Context: an optimization exercise on an open-source flow, tuned for small area. The choices shown serve that exercise and are no tape-out recipe. Where RTL was checked, it was by simulation tests only, not by an equivalence proof against the original. Power figures rest on the tool's default switching activity, not on a simulated workload.

==> module sprite_compositor, before the edit <==
module sprite_compositor
#(
    parameter int unsigned N_SPR   = 8,
    parameter int unsigned ADDR_W  = 13,
    parameter int unsigned ROM_LAT = 1
) (
    input  logic                       clk_vga,
    input  logic                       rst_n,
    input  logic [sprite_pkg::COORD_W-1:0]         x_ptr,
    input  logic [sprite_pkg::COORD_W-1:0]         y_ptr,
    input  logic                       pix_valid,
    input  logic                       frame_start,
    output logic [ADDR_W-1:0]          rom_addr,
    input  logic [7:0]                 rom_data,
    output logic [7:0]                 RGB,
    output logic                       rgb_valid,
    input  logic [N_SPR-1:0]           spr_en,
    input  logic [N_SPR*sprite_pkg::COORD_W-1:0]   spr_x,
    input  logic [N_SPR*sprite_pkg::COORD_W-1:0]   spr_y,
    input  logic [N_SPR*sprite_pkg::COORD_W-1:0]   spr_w,
    input  logic [N_SPR*sprite_pkg::COORD_W-1:0]   spr_h,
    input  logic [N_SPR*ADDR_W-1:0]    spr_base,
    output logic [N_SPR-1:0]           collide
);
    localparam int unsigned CW = sprite_pkg::COORD_W;
    logic [N_SPR-1:0]  box;      
    logic [CW-1:0]     ndx [N_SPR];
    logic [CW-1:0]     ndy [N_SPR];
    logic [CW-1:0]     nx_ptr, ny_ptr;
    assign nx_ptr = ~x_ptr;
    assign ny_ptr = ~y_ptr;
    for (genvar i = 0; i < N_SPR; i++) begin : g_slot
        sprite_hit_unit u_hit (
            .en    (spr_en[i]),
            .nx_ptr(nx_ptr),
            .ny_ptr(ny_ptr),
            .spr_x (spr_x[i*CW +: CW]),
            .spr_y (spr_y[i*CW +: CW]),
            .spr_w (spr_w[i*CW +: CW]),
            .spr_h (spr_h[i*CW +: CW]),
            .hit   (box[i]),
            .ndx   (ndx[i]),
            .ndy   (ndy[i])
        );
    end
    logic [N_SPR-1:0] hit;
    logic             any_hit;
    logic [N_SPR-1:0] first;     
    logic             any_box;
    assign hit     = box & {N_SPR{pix_valid}};
    assign any_hit = |hit;
    assign any_box = |box;
    always_comb begin
        for (int i = 0; i < N_SPR; i++) begin
            first[i] = pix_valid;
            for (int j = 0; j < i; j++) first[i] = first[i] & !box[j];
        end
    end
    logic [N_SPR-1:0] sel [2];
    logic             hold [2];
    for (genvar g = 0; g < 2; g++) begin : g_sel
        sprite_and2x8 u_sel (.a(first), .b(box), .y(sel[g]));
    end
    for (genvar g = 0; g < 2; g++) begin : g_hold
        sprite_nand2 u_hold (.a(pix_valid), .b(any_box), .y(hold[g]));
    end
    logic [CW-1:0]     dx_q, ndy_q, nw_q;
    logic [ADDR_W-1:0] base_q;
    logic [CW-1:0]     dx_d, ndy_d, nw_d;
    logic [ADDR_W-1:0] base_d;
    for (genvar b = 0; b < CW; b++) begin : g_mux_c
        logic [N_SPR-1:0] dxn, dyn, ww;
        for (genvar i = 0; i < N_SPR; i++) begin : g_in
            assign dxn[i] = ndx[i][b];
            assign dyn[i] = ndy[i][b];
            assign ww[i]  = spr_w[i*CW + b];
        end
        sprite_mux8hn u_dx (.sel(sel[0]), .hold(hold[0]), .d(dxn), .y(dx_d[b]));
        sprite_mux8   u_dy (.sel(sel[0]), .d(dyn), .y(ndy_d[b]));
        sprite_mux8n  u_w  (.sel(sel[1]), .d(ww),  .y(nw_d[b]));
    end
    for (genvar b = 0; b < ADDR_W; b++) begin : g_mux_b
        logic [N_SPR-1:0] bb;
        for (genvar i = 0; i < N_SPR; i++) begin : g_in
            assign bb[i] = spr_base[i*ADDR_W + b];
        end
        sprite_mux8h u_base (.sel(sel[1]), .hold(hold[1]), .d(bb), .q(rom_addr[b]),
                             .y(base_d[b]));
    end
    logic [N_SPR-2:0]  m1_q, m2_q;
    logic              any1_q, any2_q, v1_q, v2_q, fs1_q, fs2_q;
    logic              live_q;   
    always_ff @(posedge clk_vga or negedge rst_n) begin
        if (!rst_n) begin
            live_q <= 1'b0;
            any1_q <= 1'b0;
            any2_q <= 1'b0;
            v1_q   <= 1'b0;
            v2_q   <= 1'b0;
            fs1_q  <= 1'b0;
            fs2_q  <= 1'b0;
        end else begin
            live_q <= 1'b1;
            any1_q <= any_hit;
            any2_q <= any1_q;
            v1_q   <= pix_valid;
            v2_q   <= v1_q;
            fs1_q  <= frame_start;
            fs2_q  <= fs1_q;
        end
    end
    always_ff @(posedge clk_vga) begin
        dx_q   <= dx_d;
        ndy_q  <= ndy_d;
        nw_q   <= nw_d;
        base_q <= base_d;
        m1_q  <= hit[0] ? hit[N_SPR-1:1] : '0;
        m2_q  <= m1_q;
    end
    logic [78:0] pp;
    sprite_pp u_pp (
        .ndy (ndy_q),
        .nw  (nw_q),
        .pp  (pp)
    );
    logic [ADDR_W-1:0] addr;
    sprite_addr_tree u_addr (
        .dx   (dx_q),
        .base (base_q),
        .pp   (pp),
        .addr (addr)
    );
    assign rom_addr = addr & {ADDR_W{live_q}};
    logic             opaque;
    logic             hit_op;    
    logic             nfs2;
    logic [N_SPR-2:0] acc_q, acc_d, col_d;
    assign opaque     = rom_data != sprite_pkg::TRANSPARENT;
    assign hit_op     = opaque && any2_q;
    assign nfs2       = !fs2_q;
    assign collide[0] = 1'b0;
    for (genvar j = 0; j < N_SPR - 1; j++) begin : g_coll
        sprite_ao22 u_acc (.a1(m2_q[j]), .a2(hit_op), .b1(acc_q[j]), .b2(nfs2), .y(acc_d[j]));
        sprite_ao22 u_col (.a1(acc_q[j]), .a2(fs2_q), .b1(collide[j+1]), .b2(nfs2), .y(col_d[j]));
    end
    always_ff @(posedge clk_vga or negedge rst_n) begin
        if (!rst_n) begin
            RGB                <= 8'h00;
            rgb_valid          <= 1'b0;
            acc_q              <= '0;
            collide[N_SPR-1:1] <= '0;
        end else begin
            rgb_valid          <= v2_q;
            RGB                <= hit_op ? rom_data : sprite_pkg::BG_COLOR;
            acc_q              <= acc_d;
            collide[N_SPR-1:1] <= col_d;
        end
    end
endmodule
==> flow/config.mk <==
export PLATFORM = sky130hd
export DESIGN_NAME = sprite_compositor
export DESIGN_NICKNAME = sprite_compositor
export VERILOG_FILES = /design/flow/design.v
export SDC_FILE = /design/flow/constraint.sdc
export NUM_CORES = 4
export LEC_CHECK = 0
export CAP_MARGIN = 20
export CORE_MARGIN = 2
export CORE_UTILIZATION = 45
export GPL_TIMING_DRIVEN = 0
export SLEW_MARGIN = 20
export SYNTH_HIERARCHICAL = 1
export SYNTH_MINIMUM_KEEP_SIZE = 0
==> flow/constraint.sdc <==
create_clock -name core_clock -period 11.0 [get_ports {clk_vga}]
set_input_delay 2.2000 -clock core_clock [delete_from_list [all_inputs] [get_ports {clk_vga}]]
set_output_delay 2.2000 -clock core_clock [all_outputs]
set_load 0.01 [all_outputs]
standard.sh (not shown) runs the stock make flow with config.mk's settings and CLKGATE_MAP_FILE= SYNTH_SCRIPT=/design/flow/synth_recipe.tcl, a recipe that flattens the netlist after the stock synthesis.
==> flow/flow/run.sh <==
#!/bin/bash
# Own flow: the standard layout (standard.sh), with these changes:
#  - Yosys's synth skips its early "abc -fast" pass (SYNTH_ARGS=-noabc), so the
#    full-adder extraction sees the adders as written; the final ABC mapping is unchanged.
#  - after synthesis every combinational cell is set to its smallest drive strength
#    (downsize.py); the repair steps of the layout upsize where timing or slew needs it.
#  - every input and output port still gets a buffer, but a small one (buf_1).
#  - clock tree: small clock buffers and no dummy loads.
# Each tool's output goes to a log file in this folder.
set -euo pipefail
RES=orfs/results/sky130hd/sprite_compositor/base
LIB=$FLOW_HOME/platforms/sky130hd/lib/sky130_fd_sc_hd__tt_025C_1v80.lib
ARGS=(
    SYNTH_ARGS=-noabc
    REMOVE_ABC_BUFFERS=1
    "BUFFER_PORTS_ARGS=-buffer_cell sky130_fd_sc_hd__buf_1"
    "CTS_ARGS=-sink_clustering_enable -repair_clock_nets -dont_use_dummy_load -buf_list sky130_fd_sc_hd__clkbuf_8 -sink_clustering_size 30"
)
bash standard.sh "${ARGS[@]}" synth > flow_synth.log 2>&1
cp $RES/1_2_yosys.v flow_1_2_yosys_orig.v
python3 flow/downsize.py $LIB $RES/1_2_yosys.v > flow_downsize.log 2>&1
rm -f $RES/1_synth.odb $RES/1_synth.sdc
bash standard.sh "${ARGS[@]}" finish > flow_finish.log 2>&1
Other scripts of this flow, unchanged in this note and not shown: flow/flow/downsize.py
The first run ran to the end with no violations.
Rerun with:
--- a/flow/design.v
+++ b/flow/design.v
@@ -188,10 +188,10 @@
         end
     end
-    logic [N_SPR-1:0] sel [2];
-    logic             hold [2];
-    for (genvar g = 0; g < 2; g++) begin : g_sel
+    logic [N_SPR-1:0] sel [1];
+    logic             hold [1];
+    for (genvar g = 0; g < 1; g++) begin : g_sel
         sprite_and2x8 u_sel (.a(first), .b(box), .y(sel[g]));
     end
-    for (genvar g = 0; g < 2; g++) begin : g_hold
+    for (genvar g = 0; g < 1; g++) begin : g_hold
         sprite_nand2 u_hold (.a(pix_valid), .b(any_box), .y(hold[g]));
     end
@@ -209,5 +209,5 @@
         sprite_mux8hn u_dx (.sel(sel[0]), .hold(hold[0]), .d(dxn), .y(dx_d[b]));
         sprite_mux8   u_dy (.sel(sel[0]), .d(dyn), .y(ndy_d[b]));
-        sprite_mux8n  u_w  (.sel(sel[1]), .d(ww),  .y(nw_d[b]));
+        sprite_mux8n  u_w  (.sel(sel[0]), .d(ww),  .y(nw_d[b]));
     end
     for (genvar b = 0; b < ADDR_W; b++) begin : g_mux_b
@@ -216,5 +216,5 @@
             assign bb[i] = spr_base[i*ADDR_W + b];
         end
-        sprite_mux8h u_base (.sel(sel[1]), .hold(hold[1]), .d(bb), .q(rom_addr[b]),
+        sprite_mux8h u_base (.sel(sel[0]), .hold(hold[0]), .d(bb), .q(rom_addr[b]),
                              .y(base_d[b]));
     end
Outcome:
- register-to-register slack gets better by 0.12 ns
- clock-buffer cell count is unchanged
- worst setup slack gets better by 0.074 ns
- via count is lower by 2.1%
- non-clock buffer count is higher by 9
- final cell count is higher by 0.47%
- routed wire length is higher by 0.85%
- worst hold slack gets better by 0.013 ns
- final area is higher by 1.5%
- flip-flop and latch count does not change
- maximum frequency is higher by 0.77%
- clock power is lower by about 2%
- global-route usage is higher by 0.55 points
Function not checked in the second run of this note: the RTL went through the layout flow alone.

[afterwards: timing with drivers on the ports]
In the flow no input, the clock included, has a driving cell. The finished layouts below were timed again as built, in two steps. Step 1: set_driving_cell puts a clkbuf_16 on clk_vga and a buf_2 on each other input, an assumption about the parent block. Step 2 adds t to the input delays and takes it off the output delays; t is the mean of the earliest and latest rising clock arrival at the registers after step 1. Input paths then give back, and output paths get back, about the clock's delay inside the block. a / b / c = ideal / step 1 / step 2; a / b = the first two.
| run | t, ns | slack for setup (ns) | worst hold slack (ns) | worst slew at a driven data input, ns |
|---|---|---|---|---|
| the first run | 0.407 | 1.283 / 1.242 / 1.400 | 0.319 / 0.319 / 0.319 | 0.09 |
| the second run | 0.402 | 1.358 / 1.316 / 1.719 | 0.332 / 0.332 / 0.332 | 0.10 |
After both steps every run listed still meets setup and hold.
